Source: an optimization exercise on an open RTL-to-GDS flow (aim: small area and a short achievable clock period). Production flows keep margins and buffers that such runs may drop.
In this exercise RTL edits were held to simulation tests only and were not proved equivalent to the original.
Power figures rest on the tool's default switching activity, not on a simulated workload.

## daq_core
module daq_core (
    input  logic        BUS_CLK,
    input  logic        BUS_RST,
    input  logic [15:0] bus_add,
    input  logic [7:0]  bus_wr_data,
    output logic [7:0]  bus_rd_data,
    input  logic        bus_rd,
    input  logic        bus_wr,
    input  logic        trig_in,
    input  logic        inj_loop_in,
    input  logic        hitor_in,
    output logic        inj_pulse,
    output logic        resetb_ext,
    output logic [4:0]  led,
    input  logic        arb_ready,
    output logic        arb_write,
    output logic [31:0] arb_data
);
clock: 3.0 ns
lec_check: 0
abc_clock_period_in_ps: 1500
cap_margin: 20
core_margin: 2
core_utilization: 65
setup_slack_margin: 1.3
slew_margin: 20
run.sh (not shown) runs the stock make flow with config.mk's settings and CLKGATE_MAP_FILE= SYNTH_SCRIPT=/design/flow/synth_recipe.tcl, a recipe that flattens the netlist after the stock synthesis.
Rerun with:
CTS_CLUSTER_DIAMETER = 80   (was unset)
CTS_CLUSTER_SIZE = 30   (was unset)
SETUP_SLACK_MARGIN = 1.2   (was 1.3)
What happened:
- synthesized area does not change
- total power is lower by about a fifth
- flip-flop and latch count does not change
- cell area is lower by a few percent
- routed wire length is lower by a few percent
- die area stays the same
- synthesized cell count stays the same
- non-clock buffer count is lower by 20
- cell count is lower by a few percent
- maximum frequency is lower by a few percent
Rerun with:
==> flow/flow/run.sh (new file) <==
#!/bin/bash
set -euo pipefail
export CTS_ARGS="-sink_clustering_enable -repair_clock_nets -sink_clustering_size 30 -sink_clustering_max_diameter 80 -dont_use_dummy_load"
export BUFFER_PORTS_ARGS="-buffer_cell sky130_fd_sc_hd__buf_2"
bash standard.sh > standard_flow.log 2>&1
==> flow/standard.sh (new file) <==
#!/bin/bash
# synth_recipe.tcl (not shown) runs the flow's synth.tcl, then flattens the netlist and writes it again
# the make line also repeats each setting of config.mk as NAME=value (left out here)
make -C /OpenROAD-flow-scripts/flow DESIGN_CONFIG=/design/flow/config.mk WORK_HOME=/design/flow/orfs CLKGATE_MAP_FILE= SYNTH_SCRIPT=/design/flow/synth_recipe.tcl "${@:-finish}"
SETUP_SLACK_MARGIN = 1.3   (was 1.2)
removed: flow/run.sh
Setup slack improved by 10 ps.
Power is lower by 4.3%.
Cell count goes down by 0.90%.
Synthesized cell count is unchanged.
Clock skew rises by 24 ps.
Rerun with:
==> flow/run.sh (new file) <==
#!/bin/bash
# synth_recipe.tcl (not shown) runs the flow's synth.tcl, then flattens the netlist and writes it again
# the make line also repeats each setting of config.mk as NAME=value (left out here)
make -C /OpenROAD-flow-scripts/flow DESIGN_CONFIG=/design/flow/config.mk WORK_HOME=/design/flow/orfs CLKGATE_MAP_FILE= SYNTH_SCRIPT=/design/flow/synth_recipe.tcl finish
ABC_CLOCK_PERIOD_IN_PS = unset   (was 1500)
CAP_MARGIN = 10   (was 20)
CORE_UTILIZATION = 70   (was 65)
SLEW_MARGIN = 10   (was 20)
removed: flow/flow/run.sh
removed: flow/standard.sh
Worst setup slack is better by 62 ps; global-route usage went up by 1.7 points; power went up by 3.8%.
Rerun with:
CAP_MARGIN = 20   (was 10)
CORE_UTILIZATION = 60   (was 70)
SLEW_MARGIN = 20   (was 10)
The changed run finished clean.
Global-route usage falls by 4.2 points.
Routed wire length rises slightly.
Register-to-register slack gets better by 20 ps.
Critical path depth is unchanged.
Combinational power falls by a few percent.
Synthesized cell count does not change.
Power rises slightly.
Flip-flop and latch count stays the same.
Clock-buffer cell count falls by 2.
Via count falls slightly.
Worst setup slack gets worse by 18 ps.


## wip/indigo
Another version of the RTL of daq_core (not shown whole).
export LEC_CHECK = 0
export CAP_MARGIN = 20
export CORE_MARGIN = 2
export CORE_UTILIZATION = 65
export CTS_CLUSTER_DIAMETER = 80
export CTS_CLUSTER_SIZE = 30
export SETUP_SLACK_MARGIN = 1.3
export SLEW_MARGIN = 20
create_clock -name core_clock -period 3.0 [get_ports {BUS_CLK}]
standard.sh (not shown) runs the stock make flow with config.mk's settings and CLKGATE_MAP_FILE= SYNTH_SCRIPT=/design/flow/synth_recipe.tcl, a recipe that flattens the netlist after the stock synthesis.
==> flow/flow/run.sh <==
#!/bin/bash
set -euo pipefail
export CTS_ARGS="-sink_clustering_enable -repair_clock_nets -sink_clustering_size 30 -sink_clustering_max_diameter 80 -dont_use_dummy_load"
export BUFFER_PORTS_ARGS="-buffer_cell sky130_fd_sc_hd__buf_2"
bash standard.sh > standard_flow.log 2>&1
Every stage of the flow completed for wip/indigo, and the final layout passed the timing, DRC and antenna checks.
#### Input delta (wip/yarrow over wip/indigo)
Settings: ABC_CLOCK_PERIOD_IN_PS: unset -> 1500; SETUP_SLACK_MARGIN: 1.3 -> 1.4; CORE_UTILIZATION: 65 -> 60.
==> flow/run.sh (new file) <==
#!/bin/bash
# synth_recipe.tcl (not shown) runs the flow's synth.tcl, then flattens the netlist and writes it again
# the make line also repeats each setting of config.mk as NAME=value (left out here)
make -C /OpenROAD-flow-scripts/flow DESIGN_CONFIG=/design/flow/config.mk WORK_HOME=/design/flow/orfs CLKGATE_MAP_FILE= SYNTH_SCRIPT=/design/flow/synth_recipe.tcl finish
removed: flow/flow/run.sh
removed: flow/standard.sh
wip/yarrow completed every stage of the flow, and the final layout passed the timing, DRC and antenna checks.
Any difference in total track usage between wip/indigo and wip/yarrow is small enough to ignore.
| routed wire length | lower: wip/indigo |
Going from wip/indigo to wip/yarrow, top fanout value on the critical path decreased 1; part of the total power dissipated in the clock network now sits higher.
Input changes introduced in wip/delta (baseline for comparison: wip/yarrow):
Settings: CORE_UTILIZATION now 65, was 60; ABC_CLOCK_PERIOD_IN_PS no longer set, was 1500; SETUP_SLACK_MARGIN now 1.5, was 1.4.
==> flow/flow/run.sh (new file) <==
#!/bin/bash
set -euo pipefail
export CTS_ARGS="-sink_clustering_enable -repair_clock_nets -sink_clustering_size 30 -sink_clustering_max_diameter 80 -dont_use_dummy_load"
export BUFFER_PORTS_ARGS="-buffer_cell sky130_fd_sc_hd__buf_2"
bash standard.sh > standard_flow.log 2>&1
==> flow/standard.sh (new file) <==
#!/bin/bash
# synth_recipe.tcl (not shown) runs the flow's synth.tcl, then flattens the netlist and writes it again
# the make line also repeats each setting of config.mk as NAME=value (left out here)
make -C /OpenROAD-flow-scripts/flow DESIGN_CONFIG=/design/flow/config.mk WORK_HOME=/design/flow/orfs CLKGATE_MAP_FILE= SYNTH_SCRIPT=/design/flow/synth_recipe.tcl "${@:-finish}"
removed: flow/run.sh
### Flow results
Between wip/yarrow and wip/delta, the upper clock frequency limit does not differ in any meaningful way. For final cycle utilization of the critical path, wip/yarrow and wip/delta come out practically identical. Changes observed in wip/delta relative to wip/yarrow: switching power shows a reduction of 520 µW, height of the die shows a reduction of 3.8%. wip/delta against wip/yarrow: met2 layer wire length in the routed design rose about 2.7%; core utilization went up by 7.8 points.
#### Input delta (wip/garnet over wip/delta)
Settings: changing SETUP_SLACK_MARGIN from 1.5 to 1.4.
Findings:
- wip/garnet finished every stage and its layout cleared the timing, DRC and antenna checks.
- Relative to wip/delta, the power consumed by combinational cells of wip/garnet is lower by about 5%.
- Of the two values seen for start point of the critical path, system_regs0.ts_now[9] was produced by wip/delta and rr_arbiter0.last0 by wip/garnet.
- On instance area at placement, wip/delta and wip/garnet are neck and neck.
- Final wirelength sits lower in wip/garnet than in wip/delta.

## re-timing with driven ports
In the flow no input, the clock included, has a driving cell. The finished layouts below were timed again as built, in two steps.
Step 1 (the two cells are an assumption about what drives the block):
set clk [get_ports {BUS_CLK}]
set_driving_cell -lib_cell sky130_fd_sc_hd__clkbuf_16 $clk
set_driving_cell -lib_cell sky130_fd_sc_hd__buf_2 [delete_from_list [all_inputs] $clk]
Step 2 moves the port delays by t, midway between the first and last clock arrival at a register: inputs arrive t later, outputs are due t later. That takes back most of the time a late clock gives input paths.
a / b / c = ideal / step 1 / step 2; a / b = the first two.
| run | shift t [ns] | setup slack, ns | pins driven straight from the clock port |
|---|---|---|---|
| the first run of note 1 | 0.666 | 1.266 / 1.259 / 0.660 | 1 |
| the second run of note 1 | 0.634 | 1.202 / 1.175 / 0.651 | 1 |
| the third run of note 1 | 0.625 | 1.212 / 1.212 / 0.697 | 1 |
| the fourth run of note 1 | 0.635 | 1.274 / 1.220 / 0.664 | 1 |
| the fifth run of note 1 | 0.640 | 1.256 / 1.201 / 0.708 | 1 |
| wip/indigo | 0.617 | 1.236 / 1.236 / 0.751 | 1 |
| wip/yarrow | 0.619 | 1.312 / 1.262 / 0.765 | 1 |
| wip/delta | 0.619 | 1.312 / 1.292 / 0.796 | 1 |
| wip/garnet | 0.616 | 1.324 / 1.269 / 0.807 | 1 |
After both steps setup and hold are still met in every run listed. The setup slack of the fourth run of note 1, which loses most, moves by -0.054 ns with the drivers and by -0.610 ns with both steps.
